This design comes from an exercise in tuning for small area, a short achievable clock period and few clock cycles per item on the open sky130 flow, not from production work.
The RTL was checked by simulation tests, not by an equivalence proof against the original design.

the reference run:
// markov_jump_langevin_angle_step_top
module markov_jump_langevin_angle_step_top (
    input  logic        i_clk,
    input  logic        i_rst_n,
    input  logic        i_in_valid,
    output logic        o_in_ready,
    input  logic        i_mode,
    input  logic [31:0] i_start_angle,
    input  logic [1:0]  i_start_state,
    input  logic [15:0] i_uniform_event,
    input  logic [15:0] i_uniform_choice,
    input  logic [15:0] i_gaussian_sample,
    output logic        o_out_valid,
    input  logic        i_out_ready,
    output logic [31:0] o_angle,
    output logic [1:0]  o_state,
    output logic [31:0] o_target_angle,
    output logic [15:0] o_rotations,
    input  logic        i_cfg_we,
    input  logic [2:0]  i_cfg_idx,
    input  logic [63:0] i_cfg_data
);
==> flow/config.mk <==
export PLATFORM = sky130hd
export DESIGN_NAME = markov_jump_langevin_angle_step_top
export DESIGN_NICKNAME = markov_jump_langevin_angle_step_top
export VERILOG_FILES = /design/flow/design.v
export SDC_FILE = /design/flow/constraint.sdc
export NUM_CORES = 4
export LEC_CHECK = 0
export CAP_MARGIN = 20
export CORE_MARGIN = 2
export CORE_UTILIZATION = 40
export SLEW_MARGIN = 20
==> flow/constraint.sdc <==
create_clock -name core_clock -period 14.0 [get_ports {i_clk}]
set_input_delay 2.8000 -clock core_clock [delete_from_list [all_inputs] [get_ports {i_clk}]]
set_output_delay 2.8000 -clock core_clock [all_outputs]
set_load 0.01 [all_outputs]
standard.sh (not shown) runs the stock make flow with config.mk's settings and CLKGATE_MAP_FILE= SYNTH_SCRIPT=/design/flow/synth_recipe.tcl, a recipe that flattens the netlist after the stock synthesis.
==> flow/flow/run.sh <==
#!/bin/bash
# Standard synthesis; then flow/pol.py removes inverters around the full
# adders of the synthesized netlist (same function, same registers); then the
# standard layout, with repair_timing aiming at a setup slack margin of
# SETUP_MARGIN ns instead of 0.
set -euo pipefail
R=$PWD/orfs/results/sky130hd/markov_jump_langevin_angle_step_top/base
bash standard.sh $R/1_2_yosys.v > synth.log 2>&1
cp $R/1_2_yosys.v yosys_before_pol.v
python3 flow/pol.py yosys_before_pol.v $R/1_2_yosys.v > pol.log 2>&1
touch $R/1_2_yosys.v
bash standard.sh SETUP_SLACK_MARGIN=${SETUP_MARGIN:-7.5} finish > standard.log 2>&1
Other scripts of this flow, unchanged in this note and not shown: flow/flow/pol.py
Testbench counts of the reference run, summed over its fixed seeds: cycles 16,032, items 16,000.
For the trial run, these inputs were changed with respect to the reference run:
--- a/flow/design.v
+++ b/flow/design.v
@@ -4,22 +4,55 @@
     localparam logic signed [33:0] TWO_PI_THIRD = 34'sd137258;
     localparam logic [2:0] REG_LEAVE_PROB = 3'd0;
     localparam logic [2:0] REG_CDF_S0     = 3'd1;
     localparam logic [2:0] REG_CDF_S1     = 3'd2;
     localparam logic [2:0] REG_CDF_S2     = 3'd3;
     localparam logic [2:0] REG_CDF_S3     = 3'd4;
     localparam logic [2:0] REG_REST_ANGLE = 3'd5;
     localparam logic [2:0] REG_HOLD_GAIN  = 3'd6;
     localparam logic [2:0] REG_NOISE_GAIN = 3'd7;
     localparam int WORD_W = 49;
 endpackage
+module mjl_add #(
+    parameter int W = 8
+) (
+    input  logic [W-1:0] i_a,
+    input  logic [W-1:0] i_b,
+    input  logic         i_ci,
+    output logic [W-1:0] o_s
+);
+    localparam int L = $clog2(W);
+    logic [L:0][W-1:0] g, p;
+    logic [W:0]        c;
+    always_comb begin
+        g[0] = i_a & i_b;
+        p[0] = i_a ^ i_b;
+        g[0][0] = g[0][0] | (p[0][0] & i_ci);
+        for (int l = 0; l < L; l++) begin
+            for (int i = 0; i < W; i++) begin
+                if ((i >> l) & 1) begin
+                    int j;
+                    j = ((i >> l) << l) - 1;
+                    g[l+1][i] = g[l][i] | (p[l][i] & g[l][j]);
+                    p[l+1][i] = p[l][i] & p[l][j];
+                end else begin
+                    g[l+1][i] = g[l][i];
+                    p[l+1][i] = p[l][i];
+                end
+            end
+        end
+        c[0] = i_ci;
+        for (int i = 0; i < W; i++) c[i+1] = g[L][i];
+        o_s = p[0] ^ c[W-1:0];
+    end
+endmodule
 module mjl_queue (
     input  logic                       i_clk,
     input  logic                       i_rst_n,
     input  logic                       i_accept,
     input  logic [mjl_pkg::WORD_W-1:0] i_word,
     input  logic                       i_adv,
     output logic                       o_ready,
     output logic                       o_valid,
     output logic [mjl_pkg::WORD_W-1:0] o_word
 );
     assign o_ready = !o_valid || i_adv;
@@ -1927,41 +1960,42 @@
         if (adv && i_v) begin
             r1_mode <= i_word[48];
             r1_x    <= (i_word[48] == mjl_pkg::MODE_STEP) ? {8'd0, g_enc} : i_word[31:0];
             r1_rest <= r_rest[16*s_new +: 16];
         end
     end
     logic               r2_v, r2_mode;
     logic [48:0]        r2_x;       
     logic [1:0]         r2_s;
     logic signed [15:0] r2_r;
     logic signed [31:0] r2_t;
-    logic signed [34:0] t_sum;
+    logic signed [34:0] t_sum, t_add;
+    mjl_add #(.W(35)) u_add_t (.i_a({16'd0, r1_rest, 3'b000}), .i_b(35'(r_tr)), .i_ci(1'b0), .o_s(t_add));
     logic signed [31:0] t1;         
     logic [52:0]        n_s, n_c, dp;
     always_comb begin
-        t_sum = $signed({16'd0, r1_rest, 3'b000}) + 35'(r_tr);
+        t_sum = t_add;
         if (t_sum > 35'sd2147483647)       t1 = 32'sh7fffffff;
         else if (t_sum < -35'sd2147483648) t1 = 32'sh80000000;
         else                               t1 = t_sum[31:0];
     end
     mjl_noise_tree u_noise (
         .i_gn (r_gain),
         .gn   ((r1_mode == mjl_pkg::MODE_STEP) ? r1_x[23:16] : 8'd0),
         .g1   ((r1_mode == mjl_pkg::MODE_STEP) ? r1_x[15:8] : 8'd0),
         .g2   ((r1_mode == mjl_pkg::MODE_STEP) ? r1_x[7:0] : 8'd0),
         .i_t  ((r1_mode == mjl_pkg::MODE_STEP) ? t1 : r1_x),
         .o_s  (n_s),
         .o_c  (n_c)
     );
-    assign dp = n_s + n_c;
+    mjl_add #(.W(53)) u_add_dp (.i_a(n_s), .i_b(n_c), .i_ci(1'b0), .o_s(dp));
     always_ff @(posedge i_clk) begin
         if (!i_rst_n) r2_v <= 1'b0;
         else if (adv) r2_v <= r1_v;
     end
     always_ff @(posedge i_clk) begin
         if (adv && r1_v) begin
             r2_x <= dp[52:4];
             r2_mode <= r1_mode;
             r2_s <= r_s;
             r2_r <= r_r;
             r2_t <= t1;
@@ -1977,33 +2011,33 @@
     logic signed [31:0] a_clamp;
     logic signed [32:0] e_new, y, e_fix;
     mjl_loop_tree u_loop (
         .i_e  (r_e),
         .i_kn (r_kn),
         .i_k1 (r_k1),
         .i_k2 (r_k2),
         .i_dp ({r2_x, 4'b0000}),
         .o_s  (l_s),
         .o_c  (l_c)
     );
+    mjl_add #(.W(53)) u_add_x1 (.i_a(l_s), .i_b(l_c), .i_ci(1'b0), .o_s(x1));
+    mjl_add #(.W(53)) u_add_x2 (.i_a({s2, l_s[15:0]}), .i_b({c2, l_c[15:0]}), .i_ci(1'b0), .o_s(x2));
     always_comb begin
         tnext = r1_v ? 33'(t1) : 33'sd0;
-        x1    = l_s + l_c;
         w_neg = ~{{4{tnext[32]}}, tnext};
         for (int k = 16; k < 53; k++) begin
             s2[k] = l_s[k] ^ l_c[k] ^ w_neg[k-16];
             if (k < 52)
                 c2[k+1] = (l_s[k] & l_c[k]) | (l_s[k] & w_neg[k-16]) | (l_c[k] & w_neg[k-16]);
         end
         c2[16] = 1'b1;
-        x2   = {s2, l_s[15:0]} + {c2, l_c[15:0]};
         ovf  = !(&x1[52:47] || !(|x1[52:47]));
         y = r_e - tnext;
         a_clamp = r_ovf_neg ? 32'sh80000000 : 32'sh7fffffff;
         e_fix   = 33'(a_clamp) - ((r2_v && r2_mode == mjl_pkg::MODE_STEP) ? 33'(r2_t) : 33'sd0);
         if (r_ovf)                                  e_new = (r2_v && r2_mode == mjl_pkg::MODE_START) ? r_e : e_fix;
         else if (r1_v && r1_mode == mjl_pkg::MODE_START) e_new = 33'sd0;
         else if (r2_v)                              e_new = x2[48:16];
         else                                        e_new = y;
     end
     assign o_out_valid = r_out_v && !r_ovf;
     always_ff @(posedge i_clk) begin
--- outcome ---
The die of the trial run is smaller than the one used in the reference run.
The trial run: per-instance average area after synthesis higher than the reference run
| number of nets in the layout | higher: the reference run |
The reference run → the trial run: met1 wire length decreased 5000 um, multi-input logic cell count fell 6.1%.
The reference run was larger in final cell area than the trial run.
Global routing met3 resource utilization in the trial run is 0.55 points above the reference run.
Core region area sits lower in the trial run than in the reference run.
Cell count: the trial run lower than the reference run
Relative to the reference run, the met1 global-route usage of the trial run is lower by 0.99 points.
Re wire length: the trial run and the reference run aren't equal, and the higher value belongs to the reference run.
Uppermost signal routing layer after detailed routing: met5 -> the reference run, met4 -> the trial run
Testbench counts of the trial run, summed over its fixed seeds: cycles 16,032, items 16,000.

==> port drivers added, routing unchanged <==
How much do the figures lean on ideal ports? The routed layouts below were timed once more, with nothing changed but the port constraints.
Step 1 sets driving cells, clkbuf_16 on the clock port and buf_2 on the other inputs (assumed; they add their load-dependent delay and slew).
Step 2 also shifts input and output timing later by t, the mid clock arrival at the registers, as if the neighbouring blocks saw the same clock.
Three values: ideal, step 1, step 2; two values: the first two.
run | t, ns | setup WS [ns] | latest minus earliest clock arrival (ns) | worst data-port slew with drivers (ns)
the reference run | 0.790 | 7.169 / 7.169 / 7.169 | 0.076 / 0.076 | 0.05
the trial run | 0.792 | 7.320 / 7.320 / 7.320 | 0.061 / 0.061 | 0.12
After both steps every run listed still meets setup and hold.
